Background: an optimization exercise with open tools, aiming at small area. Do not read the settings as production practice.
No functional check of the RTL was part of this run.
Power figures rest on the tool's default switching activity, not on a simulated workload.

[flow/flow/run.sh]
#!/bin/bash
# The standard layout (the standard.sh, unchanged synthesis), with two changes:
# the port buffers use the smallest buffer cell, and clock tree synthesis clusters the
# flip-flops into larger leaf groups without dummy loads.
set -uo pipefail
export BUFFER_PORTS_ARGS="-buffer_cell sky130_fd_sc_hd__buf_1"
export CTS_ARGS="-sink_clustering_enable -repair_clock_nets -dont_use_dummy_load -sink_clustering_size 28 -sink_clustering_max_diameter 70"
bash standard.sh > flow_make.log 2>&1
[flow/standard.sh]
#!/bin/bash
# synth_recipe.tcl (not shown) runs the flow's synth.tcl, then flattens the netlist and writes it again
# the make line also repeats each setting of config.mk as NAME=value (left out here)
make -C /OpenROAD-flow-scripts/flow DESIGN_CONFIG=/design/flow/config.mk WORK_HOME=/design/flow/orfs CLKGATE_MAP_FILE= SYNTH_SCRIPT=/design/flow/synth_recipe.tcl "${@:-finish}"
[flow/config.mk]
export PLATFORM = sky130hd
export DESIGN_NAME = writeback_regfile
export DESIGN_NICKNAME = writeback_regfile
export VERILOG_FILES = /design/flow/design.v
export SDC_FILE = /design/flow/constraint.sdc
export NUM_CORES = 4
export LEC_CHECK = 0
export CAP_MARGIN = 0
export CORE_MARGIN = 2
export CORE_UTILIZATION = 55
export PLACE_DENSITY = 0.7
export SLEW_MARGIN = 0
export SYNTH_HIERARCHICAL = 1
export SYNTH_MINIMUM_KEEP_SIZE = 0
[flow/constraint.sdc]
create_clock -name core_clock -period 7.0 [get_ports {clk}]
set_input_delay 1.4000 -clock core_clock [delete_from_list [all_inputs] [get_ports {clk}]]
set_output_delay 1.4000 -clock core_clock [all_outputs]
set_load 0.01 [all_outputs]
[flow/design.v]
module wbrf_aoi222 (
   input  logic [2:0] a,
   input  logic [2:0] b,
   output logic       y
);
   assign y = ~|(a & b);
endmodule
module wbrf_nand2 (
   input  logic a,
   input  logic b,
   output logic y
);
   assign y = ~(a & b);
endmodule
module wbrf_ao22 (
   input  logic [1:0] a,
   input  logic [1:0] b,
   output logic       y
);
   assign y = |(a & b);
endmodule
module wbrf_nand4 (
   input  logic [3:0] a,
   output logic       y
);
   assign y = ~&a;
endmodule
module wbrf_or3 (
   input  logic [2:0] a,
   output logic       y
);
   assign y = |a;
endmodule
module wbrf_and2 (
   input  logic a,
   input  logic b,
   output logic y
);
   assign y = a & b;
endmodule
module wbrf_ha (
   input  logic a,
   input  logic b,
   output logic s,
   output logic co
);
   assign {co, s} = {1'b0, a} + {1'b0, b};
endmodule
module wbrf_and8 (
   input  logic [7:0] a,
   output logic       y
);
   assign y = &a;
endmodule
module wbrf_rdbit (
   input  logic [31:0] d,
   input  logic [31:0] s,
   output logic        y
);
   logic [11:0] n;
   logic [2:0]  m;
   for (genvar k = 0; k < 10; k++) begin : g_aoi
      wbrf_aoi222 u (.a(d[3*k+3:3*k+1]), .b(s[3*k+3:3*k+1]), .y(n[k]));
   end
   wbrf_nand2 u_n0 (.a(d[0]), .b(s[0]), .y(n[10]));
   wbrf_nand2 u_n31 (.a(d[31]), .b(s[31]), .y(n[11]));
   wbrf_nand4 u_m0 (.a(n[3:0]), .y(m[0]));
   wbrf_nand4 u_m1 (.a(n[7:4]), .y(m[1]));
   wbrf_nand4 u_m2 (.a(n[11:8]), .y(m[2]));
   wbrf_or3 u_y (.a(m), .y(y));
endmodule
module wbrf_wdbit (
   input  logic [2:0] src,
   input  logic [2:0] sel,
   input  logic       rst,
   output logic       wd,
   output logic       wdat
);
   logic n;
   wbrf_aoi222 u (.a(src), .b(sel), .y(n));
   assign wd   = ~n;
   assign wdat = ~(n | rst);
endmodule
module wbrf_inv (
   input  logic a,
   output logic y
);
   assign y = ~a;
endmodule
module wbrf_a21o (
   input  logic a1,
   input  logic a2,
   input  logic b,
   output logic y
);
   assign y = (a1 & a2) | b;
endmodule
module wbrf_rdpre (
   input  logic [4:0] ra,
   input  logic [4:0] wa,
   input  logic       we,
   output logic [3:0] lo,
   output logic [7:0] hi,
   output logic       byp
);
   assign byp = we && (wa == ra) && (ra != 5'd0);
   for (genvar k = 0; k < 4; k++) begin : g_lo
      assign lo[k] = !byp && (ra[1:0] == 2'(k));
   end
   for (genvar k = 0; k < 8; k++) begin : g_hi
      assign hi[k] = (ra[4:2] == 3'(k));
   end
endmodule
module wbrf_wrpre (
   input  logic [4:0] wa,
   input  logic       we,
   output logic [3:0] lo,
   output logic [7:0] hi
);
   for (genvar k = 0; k < 4; k++) begin : g_lo
      assign lo[k] = we && (wa[1:0] == 2'(k));
   end
   for (genvar k = 0; k < 8; k++) begin : g_hi
      assign hi[k] = (wa[4:2] == 3'(k));
   end
endmodule
module wbrf_rddec (
   input  logic [4:0]  ra,
   input  logic [4:0]  wa,
   input  logic        we,
   output logic [31:0] s
);
   logic [3:0] lo;
   logic [7:0] hi;
   wbrf_rdpre u_pre (.ra(ra), .wa(wa), .we(we), .lo(lo), .hi(hi), .byp(s[0]));
   for (genvar i = 1; i < 32; i++) begin : g_s
      wbrf_and2 u (.a(lo[i % 4]), .b(hi[i / 4]), .y(s[i]));
   end
endmodule
module writeback_regfile #(
   parameter int XLEN = 32,
   parameter int NREG = 32
) (
   input  logic            clk,
   input  logic            rst,
   input  logic            regfile_we_w,
   input  logic [1:0]      regfile_src_sel_w,
   input  logic [XLEN-1:0] pc_plus4_w,
   input  logic [XLEN-1:0] alu_result_w,
   input  logic [XLEN-1:0] mem_data_w,
   input  logic [4:0]      wa_w,
   input  logic            retire_w,
   input  logic [4:0]      ra1,
   input  logic [4:0]      ra2,
   input  logic            instret_we,
   input  logic [63:0]     instret_wd,
   output logic [XLEN-1:0] rd1,
   output logic [XLEN-1:0] rd2,
   output logic [XLEN-1:0] wd_w,
   output logic [63:0]     instret
);
   logic [XLEN-1:0] mem [1:NREG-1];
   logic [XLEN-1:0] wdat;
   logic [NREG-1:1] wen;
   logic [31:0]     sel1, sel2;
   logic [2:0]      srcsel;
   assign srcsel[0] = (regfile_src_sel_w == 2'b00);
   assign srcsel[1] = (regfile_src_sel_w == 2'b01);
   assign srcsel[2] = (regfile_src_sel_w == 2'b10);
   for (genvar b = 0; b < XLEN; b++) begin : g_wd
      wbrf_wdbit u (.src({pc_plus4_w[b], mem_data_w[b], alu_result_w[b]}), .sel(srcsel),
                    .rst(rst), .wd(wd_w[b]), .wdat(wdat[b]));
   end
   logic [3:0] wlo;
   logic [7:0] whi;
   wbrf_wrpre u_wpre (.wa(wa_w), .we(regfile_we_w), .lo(wlo), .hi(whi));
   for (genvar i = 1; i < NREG; i++) begin : g_wen
      wbrf_a21o u (.a1(wlo[i % 4]), .a2(whi[i / 4]), .b(rst), .y(wen[i]));
   end
   logic [XLEN-1:0] mem_d [1:NREG-1];
   for (genvar i = 1; i < NREG; i++) begin : g_reg
      logic wen_n;
      wbrf_inv u_wen_n (.a(wen[i]), .y(wen_n));
      for (genvar b = 0; b < XLEN; b++) begin : g_bit
         wbrf_ao22 u_hold (.a({wen_n, wen[i]}), .b({mem[i][b], wdat[b]}), .y(mem_d[i][b]));
      end
   end
   always_ff @(posedge clk) begin
      for (int i = 1; i < NREG; i++)
         mem[i] <= mem_d[i];
   end
   wbrf_rddec u_dec1 (.ra(ra1), .wa(wa_w), .we(regfile_we_w), .s(sel1));
   wbrf_rddec u_dec2 (.ra(ra2), .wa(wa_w), .we(regfile_we_w), .s(sel2));
   for (genvar b = 0; b < XLEN; b++) begin : g_rd
      logic [31:0] col;
      assign col[0] = wd_w[b];
      for (genvar i = 1; i < NREG; i++) begin : g_col
         assign col[i] = mem[i][b];
      end
      wbrf_rdbit u_rd1 (.d(col), .s(sel1), .y(rd1[b]));
      wbrf_rdbit u_rd2 (.d(col), .s(sel2), .y(rd2[b]));
   end
   logic [7:0]  grp_all;     
   logic [8:0]  grp_cin;     
   logic [64:0] cy;
   logic [63:0] sum;
   logic [63:0] instret_d;
   logic        ld, keep;
   assign grp_cin[0] = retire_w;
   for (genvar j = 0; j < 8; j++) begin : g_grp
      wbrf_and8 u_all (.a(instret[8*j+7:8*j]), .y(grp_all[j]));
      wbrf_and2 u_cin (.a(grp_cin[j]), .b(grp_all[j]), .y(grp_cin[j+1]));
      assign cy[8*j] = grp_cin[j];
      for (genvar k = 0; k < 8; k++) begin : g_bit
         logic co;
         wbrf_ha u_ha (.a(instret[8*j+k]), .b(cy[8*j+k]), .s(sum[8*j+k]), .co(co));
         if (k < 7) begin : g_c
            assign cy[8*j+k+1] = co;
         end
      end
   end
   assign ld   = instret_we & ~rst;
   assign keep = ~instret_we & ~rst;
   for (genvar i = 0; i < 64; i++) begin : g_cnt
      wbrf_ao22 u_mux (.a({keep, ld}), .b({sum[i], instret_wd[i]}), .y(instret_d[i]));
   end
   always_ff @(posedge clk)
      instret <= instret_d;
endmodule
==> impl_metrics.csv <==
group,metric,value,unit
synthesis,synth_xor_area_share,0.203,%
synthesis,synth-edff-count,0,
floorplan,core_area,75700,sq um
status,outcome,"complete, but fails checks",
synthesis,ys_ff_latch,1056,
setup_path,critPathLaunchType,"input pin",
sta,fin_tns_setup,0,ns
cts,clock_sinks,1056,
place,port_buffers,341,
pwr,powerDensity,252,nW/um^2
cts,cts_tree,"yes",
synthesis,netlist_area,41900,sq um
sta,rsz0062_at_grt,"false",
detailed_routing,ant_nets,0,
synthesis,synth_compound_area_share,38.8,%
synthesis,synth_flop_cell,"dfxtp_1",
setup_path,crit_required,5.60,ns
detailed_routing,drt_iter0_drc,10900,
global_routing,grt_max_degree,65,
setup_path,end_kind,"output pin",
synthesis,yosysWarnings,10,
floorplan,die_area,78500,sq um
detailed_routing,routed_via_density,8.38,
status,violations,"max-capacitance violations, max-slew violations",
place,place.gp.congestion,1.01,
sta,worst_pin_slew,1.54,ns
cts,numCtsBuffers,53,
synthesis,synth_top_family_by_area,"compound AO/OA/AOI/OAI gates",
sta,slew_viol_final,9,
floorplan,start_util,55.4,%
global_routing,grt.overflow.total,0,
global_routing,grt_pass1_wl,269000,microns
synthesis,synthCells,3559,
cts,clockRootBuffer,"clkbuf_16",
synthesis,seq_area_frac_synth,50.4,%
global_routing,grt_pass1_vias,39200,
detailed_routing,drt-pass1-iter-count,20,
detailed_routing,drc,0,
synthesis,synth_fp_nets,3805,
cts,hold_buffers,0,
detailed_routing,totalWireLength,189000,microns
pwr,peakVddDrop,0.226,mV
cts,clk_latency,0.66,ns
cts,path_clk_slew,0.08,ns
setup_path,critPathMaxFanout,32,
sta,relSlewSlack,-3.05,%
sta,fin_crit,6.84,ns
floorplan,die_h,280,microns
floorplan,dieWidth,280,microns
place,hpwlAfterDp,115000,microns
synthesis,async_reset_ff_share,0,%
synthesis,syn_avg_cell_area,11.8,sq um
job,drv_cap,1,
cells_and_area,syn2layout_area_growth,12.4,%
synthesis,synthAdderAreaFrac,1.91,%
global_routing,track_usage,45.7,%
sta,final-hold-violation-count,0,
detailed_routing,wl_per_cell,37.2,microns
sta,post-route-period-util,97.7,%
sta,fmaxAchievable,146,MHz
pwr,p_leak,18.4,nW
cts,cts_max_level,2,
setup_path,r2r_slack,3.36,ns
setup_path,arrival,5.44,ns
floorplan,fp-row-count,101,
sta,setup_viol,0,
worst_hold_path,hold_path.class,"register to register",
global_routing,antenna_found_initial,14,
cells_and_area,layout-drive-gt1-share,7.78,%
sta,skew,0.0438,ns
setup_path,path_class,"input pin to output pin",
cells_and_area,nets,4350,
synthesis,synth-simple-area-share,7.36,%
cts,post_cts_resized,0,
sta,hold_ws,0.501,ns
synthesis,ys_types,29,
synthesis,muxShareOfSynthArea,0,%
cts,cts_setup_buffers,0,
floorplan,io_pins,342,
detailed_routing,via_count,42600,
cts,cts_buffer_depth,3,
==> synth_stat cells, types with 3 or more instances <==
cell type     n  share of area (%)
or3_1        64               0.95
ha_1         64                1.9
and2_1       69                1.0
a311oi_1      8               0.17
inv_1        69               0.62
and3_1        3              0.045
xor2_1        6               0.13
nand2_1     134                1.2
nor2_1       47               0.42
nor3b_1      10               0.18
a222oi_1    672                 16
and3_2        3              0.054
dfxtp_1    1056                 50
nor3_1        3              0.036
buf_4        34               0.61
nand4_1     206                3.1
a21o_1       31               0.55
a22o_1     1056                 22
and3b_2       5               0.12
==> metrics by stage <==
stage | power, mW | instance area, sq um | cells | utilization (%) | setup WS, ns
6_report | 11.9 | 47100 | 5081 | 62.3 | 0.159
5_1_grt | 12.2 | 47100 | 5080 | 62.3 | 0.188
4_1_cts | 11.8 | 47100 | 5080 | 62.3 | 0.551
3_5_place_dp | 8.59 | 45800 | 5027 | 60.5 | 0.591
3_3_place_gp | 8.56 | 45800 | 5027 | 60.5 | 0.650
2_1_floorplan | 7.84 | 41900 | 3559 | - | 2.00
==> Yosys stat by module, one instance, submodules excluded, excerpt <==
module	flops+latches	area [sq um]	copies in the design	cells inside
writeback_regfile	1056	21400	1	1093
wbrf_ao22	0	8.76	1056	1
wbrf_a21o	0	7.51	31	1
wbrf_wdbit	0	7.51	32	2
wbrf_nand2	0	3.75	128	1
wbrf_inv	0	3.75	31	1
==> per-layer routing <==
| metal | vias up | global-route usage (%) | wire length (microns) |
|---|---|---|---|
| met4 | 12 | 26.5 | 13800 |
| met1 | 20400 | 58.4 | 67300 |
| met2 | 4149 | 65.0 | 76100 |
| met5 | - | 0.688 | 142 |
| met3 | 888 | 18.3 | 31700 |
| li1 | 17200 | - | - |
==> where the power goes <==
part           leakage (nW)  total, mW  switching, mW  internal (mW)
Combinational          9.04       1.62           1.05          0.576
Sequential             8.71       6.95          0.434           6.52
Clock                 0.653       3.30           1.95           1.35
Total                  18.4       11.9           3.44           8.44
==> critical path, cell delays in order <==
cell and delay, ns:
buf_1 0.32, xor2_1 0.29, nor4_4 0.10, a311oi_1 1.21, and2_2 1.05, a222oi_1 0.21, nand4_1 0.38, or3_1 0.28
buf_1 0.18
==> final cells by class <==
class,instances,area [sq um]
inverter,69,259
tap,978,1220
multi-input combinational,2396,20400
antenna,1,2.50
fill,6238,28500
clock buffer,53,1330
timing repair buffer,528,2800
sequential,1056,21100
==> kinds of logic (layout without fill, tap and decap cells) <==
logic type,count (synthesis),after routing
compound gates,1769,1769
xor+xnor,8,8
fa+ha+maj,64,64
buf+inv,107,650
flops,1056,1056
other cells,0,1
simple gates,555,555
==> registers in the layout, indices dropped and copies added (netlist names) <==
name / flops
mem: 992
instret: 64
==> worst paths after layout <==
| check | startpoint | end | depth (start not counted) |
|---|---|---|---|
| setup reg to reg | instret[2]$_DFF_P_ | instret[63]$_DFF_P_ | 18 |
| hold reg to reg | mem[31][17]$_DFF_P_ | mem[31][17]$_DFF_P_ | 1 |
| setup / recovery | wa_w[3] | rd2[9] | 9 |
| hold / removal | mem[31][17]$_DFF_P_ | mem[31][17]$_DFF_P_ | 1 |
==> cells in the final DEF, fill, tap and decap left out, types with 2 or more instances in the layout <==
cell type	count
buf_1	340
o21ai_0	2
buf_12	9
nand4_1	206
a21o_2	4
and2_1	48
nor2_2	33
buf_4	178
nor3b_1	10
or2_2	2
or3_1	64
xor2_2	2
and3_2	5
dfxtp_1	1056
nand2_1	134
ha_1	64
and2_2	21
nor2_1	13
a21o_1	27
clkbuf_16	53
nor3_1	3
nor4_4	2
and3b_1	2
nor4_1	2
a311oi_1	8
xor2_1	6
a22o_1	1056
and3b_2	5
inv_1	69
a222oi_1	672

## afterwards: timing with drivers on the ports
Ports are ideal in the flow. The routed layout listed here was re-timed in OpenROAD.
Step 1 (the two cells are an assumption about what drives the block):
set clk [get_ports {clk}]
set_driving_cell -lib_cell sky130_fd_sc_hd__clkbuf_16 $clk
set_driving_cell -lib_cell sky130_fd_sc_hd__buf_2 [delete_from_list [all_inputs] $clk]
Step 2, shift: input delay + t, output delay - t, t = (earliest + latest rising clock arrival at the registers) / 2. This alone moves slack from input paths to output paths.
a / b / c = ideal ports / drivers / drivers and shift; a / b = the first two.
t (ns): 0.729
setup slack, ns: 0.159 / 0.133 / 0.133
worst setup path at the end: input to output
worst slew at a driven data input, ns: 0.11
cell pins on the clock port's net: 1
The setup slack of this run moves by -0.026 ns with the drivers and by -0.026 ns with both steps.
